This is an optimization exercise on Yosys and OpenROAD, whose aim is small area, a short achievable clock period and few clock cycles per item, not a production implementation. RTL that was checked went through simulation tests only; none was proved equivalent to the original.

==> run a: inputs <==
// multi_dataflow_core
module multi_dataflow_core (
  input  logic        ap_clk,
  input  logic        ap_rst,
  input  logic [31:0] in0_data,
  output logic        in0_full_n,
  input  logic        in0_write,
  input  logic [31:0] in1_data,
  output logic        in1_full_n,
  input  logic        in1_write,
  output logic [31:0] out0_data,
  input  logic        out0_full_n,
  output logic        out0_write,
  output logic [31:0] out1_data,
  input  logic        out1_full_n,
  output logic        out1_write,
  input  logic [7:0]  ID
);
==> flow/config.mk <==
export PLATFORM = sky130hd
export DESIGN_NAME = multi_dataflow_core
export DESIGN_NICKNAME = multi_dataflow_core
export VERILOG_FILES = /design/flow/design.v
export SDC_FILE = /design/flow/constraint.sdc
export NUM_CORES = 4
export LEC_CHECK = 0
export ABC_CLOCK_PERIOD_IN_PS = 2500
export CAP_MARGIN = 20
export CORE_MARGIN = 2
export CORE_UTILIZATION = 40
export SLEW_MARGIN = 20
==> flow/constraint.sdc <==
create_clock -name core_clock -period 8.5 [get_ports {ap_clk}]
set_input_delay 1.7000 -clock core_clock [delete_from_list [all_inputs] [get_ports {ap_clk}]]
set_output_delay 1.7000 -clock core_clock [all_outputs]
set_load 0.01 [all_outputs]
run.sh (not shown) runs the stock make flow with config.mk's settings and CLKGATE_MAP_FILE= SYNTH_SCRIPT=/design/flow/synth_recipe.tcl, a recipe that flattens the netlist after the stock synthesis.
==> run b (differences from run a) <==
--- a/flow/design.v
+++ b/flow/design.v
@@ -17,16 +17,17 @@
 );
   localparam int NS1 = 120;
   logic        hv_a, sv_a, hv_b, sv_b;
   logic        s1v, o0v, o1v;
   logic        id1_q, idok_q;
   logic        push_a, push_b, fire, adv0, s1_rdy, o1_rdy;
   logic [31:0] ha, hb, sa, sb;
-  assign in0_full_n = ~sv_a;
-  assign in1_full_n = ~sv_b;
+  logic        fn_a, fn_b;    
+  assign in0_full_n = fn_a;
+  assign in1_full_n = fn_b;
   assign push_a = in0_write & ~sv_a;
   assign push_b = in1_write & ~sv_b;
   assign adv0   = ~o0v | out0_full_n;
   assign s1_rdy = ~s1v | adv0;
   assign o1_rdy = ~o1v | out1_full_n;
   assign fire   = hv_a & hv_b & idok_q & s1_rdy & o1_rdy;
   always_ff @(posedge ap_clk or negedge ap_rst) begin
@@ -35,59 +36,69 @@
       sv_a   <= 1'b0;
       hv_b   <= 1'b0;
       sv_b   <= 1'b0;
       s1v    <= 1'b0;
       o0v    <= 1'b0;
       o1v    <= 1'b0;
       idok_q <= 1'b0;
+      fn_a   <= 1'b1;
+      fn_b   <= 1'b1;
     end else begin
       hv_a   <= (hv_a & ~fire) | sv_a | push_a;
       sv_a   <= hv_a & ~fire & (sv_a | push_a);
       hv_b   <= (hv_b & ~fire) | sv_b | push_b;
       sv_b   <= hv_b & ~fire & (sv_b | push_b);
+      fn_a   <= ~(hv_a & ~fire & (sv_a | push_a));
+      fn_b   <= ~(hv_b & ~fire & (sv_b | push_b));
       if (s1_rdy) s1v <= fire;
       if (adv0)   o0v <= s1v;
       if (o1_rdy) o1v <= fire;
       idok_q <= (ID == 8'd1) || (ID == 8'd2);
     end
   end
+  logic        id1_d, ld_b;
+  logic [31:0] hb_nxt;
+  assign id1_d  = (ID == 8'd1);
+  assign ld_b   = ~hv_b | fire;
+  assign hb_nxt = ld_b ? (sv_b ? sb : in1_data) : hb;
   always_ff @(posedge ap_clk) begin
-    id1_q <= (ID == 8'd1);
+    id1_q <= id1_d;
     if (!sv_a) sa <= in0_data;
     if (!sv_b) sb <= in1_data;
     if (!hv_a || fire) ha <= sv_a ? sa : in0_data;
-    if (!hv_b || fire) hb <= sv_b ? sb : in1_data;
+    hb <= hb_nxt;
   end
   logic [31:0] res1, o1_q;
   assign res1 = id1_q ? (ha - hb) : (ha ^ hb);
   always_ff @(posedge ap_clk) begin
     if (o1_rdy) o1_q <= res1;
   end
   logic [15:0] bo, bt, bn;
   logic        bn0x, bi1;
   logic [NS1-1:0] s1_d, s1_q;
   for (genvar i = 0; i < 16; i++) begin : g_booth
     logic b2, b1, b0;
-    assign b2 = hb[2*i+1];
-    assign b1 = hb[2*i];
+    assign b2 = hb_nxt[2*i+1];
+    assign b1 = hb_nxt[2*i];
     if (i == 0) begin : g_lsb
       assign b0 = 1'b0;
     end else begin : g_msb
-      assign b0 = hb[2*i-1];
+      assign b0 = hb_nxt[2*i-1];
     end
-    if (i == 0) begin : g_one0
-      assign bo[i] = id1_q | (b1 ^ b0);
-    end else begin : g_onei
-      assign bo[i] = ~id1_q & (b1 ^ b0);
+    always_ff @(posedge ap_clk) begin
+      if (i == 0) bo[i] <= id1_d | (b1 ^ b0);
+      else        bo[i] <= ~id1_d & (b1 ^ b0);
+      bt[i] <= ~id1_d & ((b2 & ~b1 & ~b0) | (~b2 & b1 & b0));
+      bn[i] <= ~id1_d & b2;
     end
-    assign bt[i] = ~id1_q & ((b2 & ~b1 & ~b0) | (~b2 & b1 & b0));
-    assign bn[i] = ~id1_q & b2;
   end
-  assign bn0x = id1_q ? hb[0] : bn[0];
-  assign bi1  = id1_q & hb[1];
+  always_ff @(posedge ap_clk) begin
+    bn0x <= id1_d ? hb_nxt[0] : hb_nxt[1];
+    bi1  <= id1_d & hb_nxt[1];
+  end
   logic pp_0_0;
   logic pp_0_1;
   logic pp_0_2;
   logic pp_0_3;
   logic pp_0_4;
   logic pp_0_5;
   logic pp_0_6;
- ABC_AREA: not set -> 1
- ABC_CLOCK_PERIOD_IN_PS: 2500 -> not set
- SETUP_SLACK_MARGIN: not set -> 5
==> run c (differences from run a) <==
--- a/flow/design.v
+++ b/flow/design.v
@@ -17,16 +17,17 @@
 );
   localparam int NS1 = 120;
   logic        hv_a, sv_a, hv_b, sv_b;
   logic        s1v, o0v, o1v;
   logic        id1_q, idok_q;
   logic        push_a, push_b, fire, adv0, s1_rdy, o1_rdy;
   logic [31:0] ha, hb, sa, sb;
-  assign in0_full_n = ~sv_a;
-  assign in1_full_n = ~sv_b;
+  logic        fn_a, fn_b;    
+  assign in0_full_n = fn_a;
+  assign in1_full_n = fn_b;
   assign push_a = in0_write & ~sv_a;
   assign push_b = in1_write & ~sv_b;
   assign adv0   = ~o0v | out0_full_n;
   assign s1_rdy = ~s1v | adv0;
   assign o1_rdy = ~o1v | out1_full_n;
   assign fire   = hv_a & hv_b & idok_q & s1_rdy & o1_rdy;
   always_ff @(posedge ap_clk or negedge ap_rst) begin
@@ -35,59 +36,69 @@
       sv_a   <= 1'b0;
       hv_b   <= 1'b0;
       sv_b   <= 1'b0;
       s1v    <= 1'b0;
       o0v    <= 1'b0;
       o1v    <= 1'b0;
       idok_q <= 1'b0;
+      fn_a   <= 1'b1;
+      fn_b   <= 1'b1;
     end else begin
       hv_a   <= (hv_a & ~fire) | sv_a | push_a;
       sv_a   <= hv_a & ~fire & (sv_a | push_a);
       hv_b   <= (hv_b & ~fire) | sv_b | push_b;
       sv_b   <= hv_b & ~fire & (sv_b | push_b);
+      fn_a   <= ~(hv_a & ~fire & (sv_a | push_a));
+      fn_b   <= ~(hv_b & ~fire & (sv_b | push_b));
       if (s1_rdy) s1v <= fire;
       if (adv0)   o0v <= s1v;
       if (o1_rdy) o1v <= fire;
       idok_q <= (ID == 8'd1) || (ID == 8'd2);
     end
   end
+  logic        id1_d, ld_b;
+  logic [31:0] hb_nxt;
+  assign id1_d  = (ID == 8'd1);
+  assign ld_b   = ~hv_b | fire;
+  assign hb_nxt = ld_b ? (sv_b ? sb : in1_data) : hb;
   always_ff @(posedge ap_clk) begin
-    id1_q <= (ID == 8'd1);
+    id1_q <= id1_d;
     if (!sv_a) sa <= in0_data;
     if (!sv_b) sb <= in1_data;
     if (!hv_a || fire) ha <= sv_a ? sa : in0_data;
-    if (!hv_b || fire) hb <= sv_b ? sb : in1_data;
+    hb <= hb_nxt;
   end
   logic [31:0] res1, o1_q;
   assign res1 = id1_q ? (ha - hb) : (ha ^ hb);
   always_ff @(posedge ap_clk) begin
     if (o1_rdy) o1_q <= res1;
   end
   logic [15:0] bo, bt, bn;
   logic        bn0x, bi1;
   logic [NS1-1:0] s1_d, s1_q;
   for (genvar i = 0; i < 16; i++) begin : g_booth
     logic b2, b1, b0;
-    assign b2 = hb[2*i+1];
-    assign b1 = hb[2*i];
+    assign b2 = hb_nxt[2*i+1];
+    assign b1 = hb_nxt[2*i];
     if (i == 0) begin : g_lsb
       assign b0 = 1'b0;
     end else begin : g_msb
-      assign b0 = hb[2*i-1];
+      assign b0 = hb_nxt[2*i-1];
     end
-    if (i == 0) begin : g_one0
-      assign bo[i] = id1_q | (b1 ^ b0);
-    end else begin : g_onei
-      assign bo[i] = ~id1_q & (b1 ^ b0);
+    always_ff @(posedge ap_clk) begin
+      if (i == 0) bo[i] <= id1_d | (b1 ^ b0);
+      else        bo[i] <= ~id1_d & (b1 ^ b0);
+      bt[i] <= ~id1_d & ((b2 & ~b1 & ~b0) | (~b2 & b1 & b0));
+      bn[i] <= ~id1_d & b2;
     end
-    assign bt[i] = ~id1_q & ((b2 & ~b1 & ~b0) | (~b2 & b1 & b0));
-    assign bn[i] = ~id1_q & b2;
   end
-  assign bn0x = id1_q ? hb[0] : bn[0];
-  assign bi1  = id1_q & hb[1];
+  always_ff @(posedge ap_clk) begin
+    bn0x <= id1_d ? hb_nxt[0] : hb_nxt[1];
+    bi1  <= id1_d & hb_nxt[1];
+  end
   logic pp_0_0;
   logic pp_0_1;
   logic pp_0_2;
   logic pp_0_3;
   logic pp_0_4;
   logic pp_0_5;
   logic pp_0_6;
==> flow/flow/run.sh (new file) <==
#!/bin/bash
# The standard layout, with plain buffers (buf_4) rather than the default delay-cell
# buffers on the ports. Make's full output goes to standard_flow.log in the work folder.
set -euo pipefail
bash standard.sh "BUFFER_PORTS_ARGS=-buffer_cell sky130_fd_sc_hd__buf_4" finish > standard_flow.log 2>&1
==> flow/standard.sh (new file) <==
#!/bin/bash
# synth_recipe.tcl (not shown) runs the flow's synth.tcl, then flattens the netlist and writes it again
# the make line also repeats each setting of config.mk as NAME=value (left out here)
make -C /OpenROAD-flow-scripts/flow DESIGN_CONFIG=/design/flow/config.mk WORK_HOME=/design/flow/orfs CLKGATE_MAP_FILE= SYNTH_SCRIPT=/design/flow/synth_recipe.tcl "${@:-finish}"
- ABC_AREA: not set -> 1
- ABC_CLOCK_PERIOD_IN_PS: 2500 -> not set
- SETUP_SLACK_MARGIN: not set -> 5
removed: flow/run.sh
==> results.json <==
{
  "synth_area_mm2": 0.02694,
  "status": "complete, no violations",
  "clk_latency_ns": 0.59,
  "hold_depth": 1
}
# the run above: run a

==> results.json <==
{
  "clk_latency_ns": 0.59,
  "synth_area_mm2": 0.02634,
  "reg2reg_depth": 9,
  "status": "complete, no violations",
  "n_all_buffers": 240,
  "hold_depth": 0,
  "dieArea_mm2": 0.06791
}
# the run above: run c

==> results.json <==
{
  "hp-class": "reg2reg",
  "synth_area_mm2": 0.02634,
  "hpwlAfterDp_mm": 63.31,
  "status": "complete, no violations",
  "timing.critical_path.buf_inv": 5,
  "clk_latency_ns": 0.60
}
# the run above: run b

Testbench counts of run b, summed over its fixed seeds: cycles 8,288, items 8,192.
Testbench counts of run c, summed over its fixed seeds: cycles 8,288, items 8,192.
Function not checked in run a: the RTL went through the layout flow alone.

## separate check: timing with driven ports
In the flow no input, the clock included, has a driving cell. The finished layouts below were timed again as built, in two steps.
Step 1 assumes that a clkbuf_16 drives the clock port and a buf_2 every other input.
Step 2 times the ports against the registers' clock, not the clock port: input delays grow and output delays shrink by t, the midpoint of the rising clock arrivals with the driver on.
Slacks: ideal ports / drivers / drivers and shift; pairs: ideal ports / drivers.
run	t, ns	slack for setup (ns)	hold slack, ns	clock arrival spread, ns	slew at the worst register clock pin (ns)
run a	0.631	3.227 / 3.227 / 3.227	0.472 / 0.472 / 0.472	0.045 / 0.045	0.07 / 0.07
run b	0.645	4.979 / 4.979 / 4.519	0.452 / 0.452 / 0.452	0.028 / 0.029	0.07 / 0.07
run c	0.643	4.997 / 4.997 / 4.574	0.407 / 0.407 / 0.407	0.028 / 0.027	0.07 / 0.07
After both steps every run listed still meets setup and hold. The setup slack of run b, which loses most, moves by 0.000 ns with the drivers and by -0.460 ns with both steps.
